Background: an optimization exercise with open tools, aiming at small area, a short achievable clock period and few clock cycles per item. Do not read the settings as production practice.
Where RTL was checked, it was by simulation tests only, not by an equivalence proof against the original.
The clock port is modelled as an ideal driver; clocking choices that lean on that would not hold on a real chip.
Power is estimated from default activity; no workload was simulated.

## job 5258
// cnn_dvcon
module cnn_dvcon
(
  input  logic               aclk,
  input  logic               aresetn,
  input  logic [cnn_dvcon_pkg::TDATA_W-1:0] s_axis_tdata,
  input  logic               s_axis_tvalid,
  output logic               s_axis_tready,
  output logic [cnn_dvcon_pkg::ACC_W-1:0]   m_axis_tdata,
  output logic               m_axis_tvalid,
  input  logic               m_axis_tready
);
Settings: LEC_CHECK=0, CAP_MARGIN=20, CORE_MARGIN=2, CORE_UTILIZATION=40, SLEW_MARGIN=20, SYNTH_HIERARCHICAL=1; clock period 8.0 ns.
standard.sh (not shown) runs the stock make flow with config.mk's settings and CLKGATE_MAP_FILE= SYNTH_SCRIPT=/design/flow/synth_recipe.tcl, a recipe that flattens the netlist after the stock synthesis.
==> flow/flow/run.sh <==
#!/bin/bash
# Standard layout (the standard.sh), except that the port buffers are
# sky130_fd_sc_hd__buf_2 cells rather than the delay cells buffer_ports picks by default.
set -e
export BUFFER_PORTS_ARGS="-buffer_cell sky130_fd_sc_hd__buf_2"
bash standard.sh > standard_flow.log 2>&1
Testbench counts of job 5258, summed over its fixed seeds: cycles 16,016, items 16,000.
[inputs] job 472 vs job 5258
diff --git a/flow/design.v b/flow/design.v
--- a/flow/design.v
+++ b/flow/design.v
@@ -22,28 +22,20 @@
 module cnn_dvcon_ha
 (
   input  logic a,
   input  logic b,
   output logic s,
   output logic co
 );
   assign s  = a ^ b;
   assign co = a & b;
 endmodule
-module cnn_dvcon_en
-(
-  input  logic m_valid,
-  input  logic m_ready,
-  output logic en
-);
-  assign en = !m_valid || m_ready;
-endmodule
 module cnn_dvcon_bsel
 (
   input  logic one,
   input  logic two,
   input  logic neg,
   input  logic x1,
   input  logic x0,
   output logic p
 );
   assign p = ((one & x1) | (two & x0)) ^ neg;
@@ -1932,22 +1924,22 @@
   logic r1_hs_5;
   logic r1_hs_6;
   logic r1_hs_7;
   logic r1_fs_554;
   logic r1_hs_8;
   logic r1_fs_558;
   logic r1_hs_9;
   logic en;
   logic [ACC_W-1:0] rowa, rowb, msum, sum;
   logic [2:1] vld;
-  cnn_dvcon_en u_en (.m_valid(m_axis_tvalid), .m_ready(m_axis_tready), .en(en));
-  cnn_dvcon_en u_rdy (.m_valid(m_axis_tvalid), .m_ready(m_axis_tready), .en(s_axis_tready));
+  assign en = !m_axis_tvalid || m_axis_tready;
+  assign s_axis_tready = en;
   assign m_axis_tvalid = vld[2];
   always_ff @(posedge aclk or negedge aresetn)
     if (!aresetn) vld <= '0;
     else if (en) vld <= {vld[1:1], s_axis_tvalid};
   assign pp_0_0_0 = ~(s_axis_tdata[64] & s_axis_tdata[136]);
   assign pp_0_0_1 = ~(s_axis_tdata[64] & s_axis_tdata[137]);
   assign pp_0_0_2 = ~(s_axis_tdata[64] & s_axis_tdata[138]);
   assign pp_0_0_3 = ~(s_axis_tdata[64] & s_axis_tdata[139]);
   assign pp_0_0_4 = ~(s_axis_tdata[64] & s_axis_tdata[140]);
   assign pp_0_0_5 = ~(s_axis_tdata[64] & s_axis_tdata[141]);
--- outcome ---
- Job 472 ended up with a higher worst setup slack before clock tree synthesis than job 5258 did.
- Lower total power among job 472 and job 5258: job 472
- In the metrics for job 472 and job 5258, the one carrying the lower total via count after detailed routing is job 472.
- ~same number of combinational gates with multiple inputs in job 472 and job 5258
- Looking at wire length of the first global-routing pass across both flows, job 472 is the stronger of the two, with job 5258 trailing.
- | growth of design area from synthesis to finish | job 472 vs job 5258 | 0.48 points lower |
- Re count of non-CTS buffers in the layout: no difference whatsoever between job 5258 and job 472.
- Relative to job 5258, the final cell area reported for job 472 is lower.
Function not checked in job 472: the RTL went through the layout flow alone.

========
Starting RTL as in the previous note.
==> module cnn_dvcon_bsel, before the edit <==
module cnn_dvcon_bsel
(
  input  logic one,
  input  logic two,
  input  logic neg,
  input  logic x1,
  input  logic x0,
  output logic p
);
  assign p = ((one & x1) | (two & x0)) ^ neg;
endmodule
Settings: LEC_CHECK=0, CAP_MARGIN=20, CORE_MARGIN=2, CORE_UTILIZATION=65, CTS_BUF_LIST=sky130_fd_sc_hd__clkbuf_4 sky130_fd_sc_hd__clkbuf_8, PLACE_DENSITY=0.75, SETUP_SLACK_MARGIN=4.0, SLEW_MARGIN=20, SYNTH_HIERARCHICAL=1; clock period 8.0 ns.
==> flow/flow/run.sh <==
#!/bin/bash
# Standard layout (the standard.sh) with two changes:
#  - the port buffers are sky130_fd_sc_hd__buf_2 cells rather than the delay cells
#    buffer_ports picks by default;
#  - clock tree synthesis builds from clkbuf_4/clkbuf_8 and adds no dummy
#    load cells (otherwise the same clock_tree_synthesis arguments as ORFS).
set -e
export BUFFER_PORTS_ARGS="-buffer_cell sky130_fd_sc_hd__buf_2"
export CTS_ARGS="-sink_clustering_enable -repair_clock_nets -dont_use_dummy_load -buf_list {sky130_fd_sc_hd__clkbuf_4 sky130_fd_sc_hd__clkbuf_8}"
bash standard.sh > standard_flow.log 2>&1
Testbench counts at the start, summed over its fixed seeds: cycles 16,016, items 16,000.
Then changed:
--- a/flow/design.v
+++ b/flow/design.v
@@ -38,15 +38,4 @@
   assign en = !m_valid || m_ready;
 endmodule
-module cnn_dvcon_bsel
-(
-  input  logic one,
-  input  logic two,
-  input  logic neg,
-  input  logic x1,
-  input  logic x0,
-  output logic p
-);
-  assign p = ((one & x1) | (two & x0)) ^ neg;
-endmodule
 import cnn_dvcon_pkg::*;
 module cnn_dvcon
What happened:
- The changed run completed without violations
- final cell count stays the same
- power does not change
- clock power is about the same
- via count is unchanged
- sequential cell count stays the same
- utilization does not change
Testbench counts after the change, summed over its fixed seeds: cycles 16,016, items 16,000.

## re-timing with driven ports
In the flow no input, the clock included, has a driving cell. The finished layouts below were timed again as built, in two steps.
Step 1, drivers: a clkbuf_16 drives aclk and a buf_2 each remaining input, both assumed.
Step 2 adds t to the input delays and takes it off the output delays; t is the mean of the earliest and latest rising clock arrival at the registers after step 1. Input paths then give back, and output paths get back, about the clock's delay inside the block.
Three values: ideal ports, drivers, drivers and shift; two values: the first two.
| run | t (ns) | slack for setup (ns) | worst hold slack (ns) | cell pins on the clock port's net |
|---|---|---|---|---|
| job 5258 | 0.498 | 3.959 / 3.986 / 3.488 | 0.427 / 0.427 / 0.427 | 1 |
| job 472 | 0.485 | 4.005 / 3.984 / 3.544 | 0.429 / 0.429 / 0.429 | 1 |
| the first run of note 2 | 0.509 | 4.120 / 4.147 / 3.638 | 0.441 / 0.441 / 0.441 | 1 |
| the second run of note 2 | 0.509 | 4.120 / 4.147 / 3.638 | 0.441 / 0.441 / 0.441 | 1 |
After both steps setup and hold are still met in every run listed.
